What follows belongs to an exercise in optimizing a design on an open flow for small area, a short achievable clock period and few clock cycles per item; a production flow would make more cautious choices.
In this exercise RTL edits were held to simulation tests only and were not proved equivalent to the original.
Power and IR drop assume default switching activity.

run 1:
==> module lbsm_divider, before the edit <==
module lbsm_divider (
   input  logic signed [lbsm_pkg::COORD_W-1:0] coord,
   input  logic [lbsm_pkg::SIZE_W-1:0]         extent,
   output logic signed [lbsm_pkg::COORD_W-1:0] next,
   output logic                                moved
);
   localparam int CW = lbsm_pkg::COORD_W;
   logic [CW-1:0] down;                 
   logic [5:0]    uc;                   
   logic [4:0]    us;
   logic [3:0]    uh;                   
   logic [CW-1:0] up;                   
   logic          below, above;
   assign down = coord - $signed({1'b0, extent});
   assign uc[0] = 1'b0;
   for (genvar i = 0; i < 5; i++) begin : g_up
      lbsm_fa u_fa (.a(extent[i]), .b(coord[i]), .c(uc[i]), .s(us[i]), .co(uc[i+1]));
   end
   assign uh = extent[8:5] - 4'd1;
   assign up = {uc[5] ? {1'b0, extent[8:5]} : {(extent[8:5] == 4'd0), uh}, us};
   assign below = coord[CW-1];
   assign above = !down[CW-1];
   assign moved = below | above;
   assign next  = below ? up : (above ? down : coord);
endmodule
export LEC_CHECK = 0
export CAP_MARGIN = 20
export CELL_PAD_IN_SITES_DETAIL_PLACEMENT = 1
export CELL_PAD_IN_SITES_GLOBAL_PLACEMENT = 1
export CORE_MARGIN = 2
export CORE_UTILIZATION = 40
export CTS_BUF_LIST = sky130_fd_sc_hd__clkbuf_4 sky130_fd_sc_hd__clkbuf_8
export PLACE_DENSITY = 0.55
export SLEW_MARGIN = 20
export SYNTH_HIERARCHICAL = 1
export SYNTH_MINIMUM_KEEP_SIZE = 0
create_clock -name core_clock -period 10.0 [get_ports {clock}]
run.sh (not shown) runs the stock make flow with config.mk's settings and CLKGATE_MAP_FILE= SYNTH_SCRIPT=/design/flow/synth_recipe.tcl, a recipe that flattens the netlist after the stock synthesis.
Testbench counts of run 1, summed over its fixed seeds: cycles 19,440, bonds 19,200.
> inputs changed (run 1 -> run 2)
diff --git a/flow/design.v b/flow/design.v
--- a/flow/design.v
+++ b/flow/design.v
@@ -28,15 +28,39 @@
    output logic signed [lbsm_pkg::COORD_W-1:0] next,
    output logic                                moved
 );
    localparam int CW = lbsm_pkg::COORD_W;
+   logic [CW-1:0] ne;                   
    logic [CW-1:0] down;                 
+   logic [4:0]    dc;                   
+   logic [3:0]    mc0, mc1, hc0, hc1;   
+   logic [2:0]    ms0, ms1, hs0, hs1;
+   logic          mcy;                  
    logic [5:0]    uc;                   
    logic [4:0]    us;
    logic [3:0]    uh;                   
    logic [CW-1:0] up;                   
    logic          below, above;
-   assign down = coord - $signed({1'b0, extent});
+   assign ne = ~{1'b0, extent};
+   assign dc[0]  = 1'b1;
+   assign mc0[0] = 1'b0;
+   assign mc1[0] = 1'b1;
+   assign hc0[0] = 1'b0;
+   assign hc1[0] = 1'b1;
+   for (genvar i = 0; i < 4; i++) begin : g_down_lo
+      lbsm_fa u_fa (.a(coord[i]), .b(ne[i]), .c(dc[i]), .s(down[i]), .co(dc[i+1]));
+   end
+   for (genvar i = 0; i < 3; i++) begin : g_down_mid
+      lbsm_fa u_fa0 (.a(coord[i+4]), .b(ne[i+4]), .c(mc0[i]), .s(ms0[i]), .co(mc0[i+1]));
+      lbsm_fa u_fa1 (.a(coord[i+4]), .b(ne[i+4]), .c(mc1[i]), .s(ms1[i]), .co(mc1[i+1]));
+   end
+   for (genvar i = 0; i < 3; i++) begin : g_down_hi
+      lbsm_fa u_fa0 (.a(coord[i+7]), .b(ne[i+7]), .c(hc0[i]), .s(hs0[i]), .co(hc0[i+1]));
+      lbsm_fa u_fa1 (.a(coord[i+7]), .b(ne[i+7]), .c(hc1[i]), .s(hs1[i]), .co(hc1[i+1]));
+   end
+   assign down[6:4]    = dc[4] ? ms1 : ms0;
+   assign mcy          = dc[4] ? mc1[3] : mc0[3];
+   assign down[CW-1:7] = mcy ? hs1 : hs0;
    assign uc[0] = 1'b0;
    for (genvar i = 0; i < 5; i++) begin : g_up
       lbsm_fa u_fa (.a(extent[i]), .b(coord[i]), .c(uc[i]), .s(us[i]), .co(uc[i+1]));
    end
Notes after the runs:
Run 2 ended up with a lower internal power consumption than run 1 did. | clock period minus final worst setup slack | run 2 vs run 1 | worse |. Run 2 vs run 1: cell area after synthesis up slightly. Cell count: run 1 vs run 2, no meaningful difference. Diff run 1 -> run 2: final setup slack of the worst path -0.061 ns, placement-stage worst setup slack -0.13 ns. Run 2 vs run 1 on portion of total power attributed to sequential cells: run 2 is the higher one. Run 2 vs run 1 — total of fill cells in the finished design rose about 1%. [compare] base=run 1 new=run 2: met2 usage went down by 0.43 points; part of the total power dissipated in combinational logic went down by 2.2 points.
Testbench counts of run 2, summed over its fixed seeds: cycles 19,440, bonds 19,200.

==> static timing again, ports no longer ideal <==
No port has a modelled driver above. Below, the same layouts with a new extraction and two added sets of constraints. Step 1: set_driving_cell puts a clkbuf_16 on clock and a buf_2 on each other input, an assumption about the parent block. Step 2, shift: input delay + t, output delay - t, t = (earliest + latest rising clock arrival at the registers) / 2. This alone moves slack from input paths to output paths. Three values: no drivers, after step 1, after step 2; two values: the first two.
| run | t (ns) | setup slack, ns | latest minus earliest clock arrival (ns) | worst data-port slew with drivers (ns) |
|---|---|---|---|---|
| run 1 | 0.934 | 5.579 / 5.579 / 4.844 | 0.047 / 0.047 | 0.07 |
| run 2 | 0.921 | 5.518 / 5.518 / 4.677 | 0.054 / 0.054 | 0.08 |
After both steps setup and hold are still met in every run listed. For run 2, which loses most, drivers alone change the setup slack by 0.000 ns; drivers and shift together by -0.841 ns.
